This is an optimization exercise on Yosys and OpenROAD, whose aim is small area and a short achievable clock period, not a production implementation. Only simulation tests tie the RTL to the original design; equivalence was not proved.

==> flow/design.v <==
package pam4_pkg;
    typedef logic [1:0] symbol_t;
    typedef logic signed [8-1:0] sample_t;
    typedef logic signed [6-1:0] noise_t;
    typedef logic signed [8+1:0] residual_t;
    typedef logic [2*(8+2)-1:0] error_sq_t;
    typedef struct packed {
        logic    valid;
        symbol_t symbol;
    } symbol_beat_t;
    typedef struct packed {
        logic    valid;
        sample_t level;
    } sample_beat_t;
    function automatic sample_t level_of(input symbol_t sym);
        integer lvl;
        lvl = ((2 * $signed({30'd0, sym})) - 3) * 48 / 2;
        level_of = lvl[8-1:0];
    endfunction
    function automatic sample_t isi_of(input symbol_t sym);
        sample_t lvl;
        lvl = level_of(sym);
        isi_of = lvl >>> 1;
    endfunction
endpackage
`timescale 1ns/100ps
module isi_channel (
    input  logic                    clk,
    input  logic                    rstn,
    input  pam4_pkg::symbol_beat_t  symbol_in,
    input  pam4_pkg::noise_t        noise_in,
    output pam4_pkg::sample_beat_t  sample
);
    typedef logic signed [8+1:0] level_sum_t;
    localparam level_sum_t sat_max = level_sum_t'((1 << (8 - 1)) - 1);
    localparam level_sum_t sat_min = level_sum_t'(-(1 << (8 - 1)));
    pam4_pkg::symbol_t  prev_symbol;
    level_sum_t         level_sum;
    pam4_pkg::sample_t  level_sat;
    logic               sample_valid;
    pam4_pkg::sample_t  sample_level;
    always_comb begin
        level_sum = level_sum_t'(pam4_pkg::level_of(symbol_in.symbol))
                  + level_sum_t'(pam4_pkg::isi_of(prev_symbol))
                  + level_sum_t'(noise_in);
    end
    always_comb begin
        if (level_sum > sat_max) begin
            level_sat = pam4_pkg::sample_t'(sat_max);
        end else if (level_sum < sat_min) begin
            level_sat = pam4_pkg::sample_t'(sat_min);
        end else begin
            level_sat = pam4_pkg::sample_t'(level_sum);
        end
    end
    always_ff @(posedge clk) begin
        if (!rstn) begin
            sample_valid <= 1'b0;
            prev_symbol  <= pam4_pkg::symbol_t'(1);
        end else begin
            sample_valid <= symbol_in.valid;
            if (symbol_in.valid) begin
                prev_symbol <= symbol_in.symbol;
            end
        end
    end
    always_ff @(posedge clk) begin
        if (symbol_in.valid) begin
            sample_level <= level_sat;
        end
    end
    assign sample = {sample_valid, sample_level};
endmodule
`timescale 1ns/100ps
module dfe_detector (
    input  logic                    clk,
    input  logic                    rstn,
    input  pam4_pkg::sample_beat_t  sample,
    output pam4_pkg::symbol_beat_t  decision
);
    pam4_pkg::symbol_t    prev_decision;
    pam4_pkg::residual_t  residual;
    pam4_pkg::residual_t  err [4];
    pam4_pkg::error_sq_t  err_sq [4];
    pam4_pkg::symbol_t    best_symbol;
    pam4_pkg::error_sq_t  best_err_sq;
    logic                 decision_valid;
    pam4_pkg::symbol_t    decision_symbol;
    always_comb begin
        residual = pam4_pkg::residual_t'(sample.level)
                 - pam4_pkg::residual_t'(pam4_pkg::isi_of(prev_decision));
    end
    always_comb begin
        for (int i = 0; i < 4; i++) begin
            err[i]    = residual
                      - pam4_pkg::residual_t'(pam4_pkg::level_of(pam4_pkg::symbol_t'(i)));
            err_sq[i] = err[i] * err[i];
        end
    end
    always_comb begin
        best_symbol = pam4_pkg::symbol_t'(0);
        best_err_sq = err_sq[0];
        for (int i = 1; i < 4; i++) begin
            if (err_sq[i] < best_err_sq) begin
                best_symbol = pam4_pkg::symbol_t'(i);
                best_err_sq = err_sq[i];
            end
        end
    end
    always_ff @(posedge clk) begin
        if (!rstn) begin
            decision_valid <= 1'b0;
            prev_decision  <= pam4_pkg::symbol_t'(1);
        end else begin
            decision_valid <= sample.valid;
            if (sample.valid) begin
                prev_decision <= best_symbol;
            end
        end
    end
    always_ff @(posedge clk) begin
        if (sample.valid) begin
            decision_symbol <= best_symbol;
        end
    end
    assign decision = {decision_valid, decision_symbol};
endmodule
`timescale 1ns/100ps
module pam4_link (
    input  logic        clk,
    input  logic        rstn,
    input  logic        symbol_valid,
    input  logic [1:0]  symbol,
    input  logic [5:0]  noise,
    output logic        sample_valid,
    output logic [7:0]  sample_level,
    output logic        decision_valid,
    output logic [1:0]  decision_symbol
);
    pam4_pkg::symbol_beat_t symbol_in;
    pam4_pkg::noise_t       noise_in;
    pam4_pkg::symbol_beat_t decision;
    assign symbol_in = {symbol_valid, symbol};
    assign noise_in  = noise;
    pam4_pkg::sample_beat_t channel_sample;
    isi_channel i_isi_channel (
        .clk       (clk),
        .rstn      (rstn),
        .symbol_in (symbol_in),
        .noise_in  (noise_in),
        .sample    (channel_sample)
    );
    dfe_detector i_dfe_detector (
        .clk      (clk),
        .rstn     (rstn),
        .sample   (channel_sample),
        .decision (decision)
    );
    assign sample_valid    = channel_sample.valid;
    assign sample_level    = channel_sample.level;
    assign decision_valid  = decision.valid;
    assign decision_symbol = decision.symbol;
endmodule
==> flow/run.sh <==
#!/bin/bash
# synth_recipe.tcl (not shown) runs the flow's synth.tcl, then flattens the netlist and writes it again
# the make line also repeats each setting of config.mk as NAME=value (left out here)
make -C /OpenROAD-flow-scripts/flow DESIGN_CONFIG=/design/flow/config.mk WORK_HOME=/design/flow/orfs CLKGATE_MAP_FILE= SYNTH_SCRIPT=/design/flow/synth_recipe.tcl finish
==> flow/config.mk <==
export PLATFORM = sky130hd
export DESIGN_NAME = pam4_link
export DESIGN_NICKNAME = pam4_link
export VERILOG_FILES = /design/flow/design.v
export SDC_FILE = /design/flow/constraint.sdc
export NUM_CORES = 4
export LEC_CHECK = 0
export CAP_MARGIN = 20
export CORE_MARGIN = 2
export CORE_UTILIZATION = 40
export SLEW_MARGIN = 20
==> flow/constraint.sdc <==
create_clock -name core_clock -period 13.0 [get_ports {clk}]
set_input_delay 2.6000 -clock core_clock [delete_from_list [all_inputs] [get_ports {clk}]]
set_output_delay 2.6000 -clock core_clock [all_outputs]
set_load 0.01 [all_outputs]
==> results.ini <==
[timing]
clock.fmax_ghz=0.0808
hold_viol_final=0
period_needed_ps=12380
skew_ps=5.74
worst_pin_slew_ps=1020
finalCritPeriodShare_pct=95.3
layout_setup_ws_ps=616
maxSlewViolCount=0
max-slew-margin-rel_pct=31.3
setup_violations=0

[logic_synthesis]
synth_nets=2487
syn_area_per_cell_um2=8.72
synth-edff-count=10
ys_types=66
ys_seq_elements=16
syn-instance-count=1906
synthesis.area_um2=16600
synth_warnings=4
synthArstFlopShare_pct=0
ys_seq_area_share_pct=2.53
synthFlopType=edfxtp_1

[global_route]
grt_overflow_total=0
grt_antenna_before_repair=0
use_met2_pct=33.5
grt_usage_pct=19.7
gr-usage-met1_pct=27.8
grt_pass1_vias=13400
met3_usage_pct=1.48
grt_max_degree=29
grt_first_pass_wirelength_um=69300
grt.busiest_layer=met2

[critical_path]
slowest_stage=fa_1
path_class=register to register
rr_worst_depth=59
rr_endpoint=i_dfe_detector.prev_decision[0]
reg2reg_slack_ps=620
cp.arrival_ps=12560
required_ps=13170
cp_slowest_stage_delay_ps=550
worstPathMaxFanout=12
cp-end-kind=register
crit_top_cell=ha_1
start_kind=register
timing.rr.start=i_dfe_detector.prev_decision[1]

[placed_design]
post-place-ws_ps=-237
place.gp.congestion=0.902
port_buffers=22
dpl.hpwl_um=36400

[routing]
wl_um=41600
drc=0
wire_per_inst_um=16.7
vias_per_cell=5.04
drt_iter0_drc=618
first_pass_iters=5
antenna_left=0
num_vias=12600

[cts]
clk_pin_slew_ps=50
cts_max_level=1
cts_hold_buf=0
cts_tree=done
clk_latency_ps=250
max-clock-path-buffers=2
cts_root_buffer=clkbuf_16
numClockSinks=16
cts_inserted_buffers=3

[worst_hold_path]
min_to=i_dfe_detector.prev_decision[1]
hp-class=register to register
hold_path_depth=1
min-delay-start=i_dfe_detector.prev_decision[1]

[floorplan]
core_area_um2=40900
die-area_um2=43200
rows=74
initial_core_util_pct=40.6
io_pins=23
chipWidth_um=208
die_h_um=208

[final_layout]
antenna_cells=0
fin_util_pct=44.5
nets=2542
fillers=4066
area_growth_pct=9.48
drive_above_1_share_pct=6.33

[run]
cap_violations=0

[outcome]
outcome=complete, no violations

-- worst max-delay path, delay by kind of cell, from the launching register on --
family | cells | cell delay [ps]
adders and majority gates | 12 | 4860
AOI/OAI and AO/OA | 23 | 3820
buffers and inverters | 10 | 1210
and+or+nand+nor | 9 | 1190
xor gates and xnor gates | 4 | 630
DFF | 1 | 360
muxes | 1 | 210
-- cell type report --
cell class	count	area [µm²]	area share [%]
clock buffer	4	78.8	0.433
inverter	519	1960	10.7
multi-input combinational	1338	14400	79.0
sequential	16	423	2.32
tap	532	666	3.66
timing repair buffer	83	701	3.85
-- synth_stat cells, types with 10 or more instances --
master	count	area share, %
nor2_1	121	2.7
nand3_1	18	0.54
o21ai_0	34	1.0
ha_1	250	19
o21a_1	13	0.59
nand2_1	120	2.7
clkbuf_1	23	0.52
and2_1	20	0.75
o21bai_1	11	0.50
fa_1	320	39
xnor2_1	99	5.2
inv_1	512	12
nand2b_1	12	0.45
xor2_1	24	1.3
a211oi_1	18	0.81
a21oi_1	106	3.2
a21o_1	31	1.4
nor3_1	18	0.54
edfxtp_1	10	1.8
-- metrics by stage --
stage          area (µm²)  setup TNS [ps]  hold WS, ps  instances
4_1_cts             17800               0          557       2473
3_5_place_dp        17700            -803          549       2469
3_3_place_gp        17700               0          531       2469
2_1_floorplan       16600               0          509       1906
6_report            18200               0          525       2492
5_1_grt             18200            -141          531       2492
-- metal layers --
metal | share of wire [%] | up-vias
met3 | 3.7 | 48
met1 | 47 | 6213
li1 | - | 6031
met5 | 0 | -
met4 | 2.0 | 0
met2 | 47 | 264
-- placed cells by master, fill, tap and decap left out, types with 13 or more instances in the layout --
cell and count:
clkdlybuf4s50_1 22, nor3_1 16, a21oi_1 98, a21o_1 31
inv_1 509, xor2_1 24, a211oi_1 17, fa_1 320
nand3_1 18, buf_4 56, and2_1 20, nand2_1 120
xnor2_1 89, o21ai_0 32, ha_1 247, nor2_1 113
o21a_1 13
-- registers in the layout, indices dropped and copies added (netlist names) --
name	flops
i_dfe_detector.decision_valid	1
i_isi_channel.sample_level	8
i_isi_channel.prev_symbol	2
i_dfe_detector.decision_symbol	2
i_isi_channel.sample_valid	1
i_dfe_detector.prev_decision	2
-- worst max path at each step --
| stage | start | end | slack [ps] | cells after the start |
|---|---|---|---|---|
| 2_1_floorplan | i_isi_channel.sample_level[2] | i_dfe_detector.decision_symbol[0] | 920 | 53 |
| 3_3_place_gp | i_dfe_detector.prev_decision[0] | i_dfe_detector.prev_decision[1] | 100 | 55 |
| 3_5_place_dp | i_dfe_detector.prev_decision[0] | i_dfe_detector.prev_decision[0] | -240 | 55 |
| 4_1_cts | i_dfe_detector.prev_decision[0] | i_dfe_detector.prev_decision[0] | 60 | 57 |
| 5_1_grt | i_dfe_detector.prev_decision[1] | i_dfe_detector.prev_decision[0] | -60 | 57 |
| 6_report | i_dfe_detector.prev_decision[1] | i_dfe_detector.prev_decision[0] | 620 | 59 |
-- timing repair --
item / CTS / global route
gates cloned: 0 / 0
resized for setup: 6 / 56
pin swaps: 0 / 21
setup buffers: 0 / 19
setup endpoints to repair: 4 / 4
-- cell families after synthesis --
logic type	Yosys count	share of synthesized area, %
AO/OA/AOI/OAI	275	10.6
XOR/XNOR	123	6.48
adder cells (fa/ha/maj)	571	57.4
buffers and inverters	552	12.6
flip-flops	16	2.53
multiplexers	7	0.429
AND/OR/NAND/NOR	362	9.98

==> afterwards: timing with drivers on the ports <==
Ports are ideal in the flow. The routed layout listed here was re-timed in OpenROAD.
Step 1: set_driving_cell puts a clkbuf_16 on clk and a buf_2 on each other input, an assumption about the parent block.
Step 2, shift: input delay + t, output delay - t, t = (earliest + latest rising clock arrival at the registers) / 2. This alone moves slack from input paths to output paths.
a / b / c = ideal / step 1 / step 2; a / b = the first two.
t, ns: 0.281
setup slack, ns: 0.616 / 0.616 / 0.616
worst setup path after step 2: register to register
After both steps setup and hold are still met in this run. The setup slack of this run moves by 0.000 ns with the drivers and by 0.000 ns with both steps.
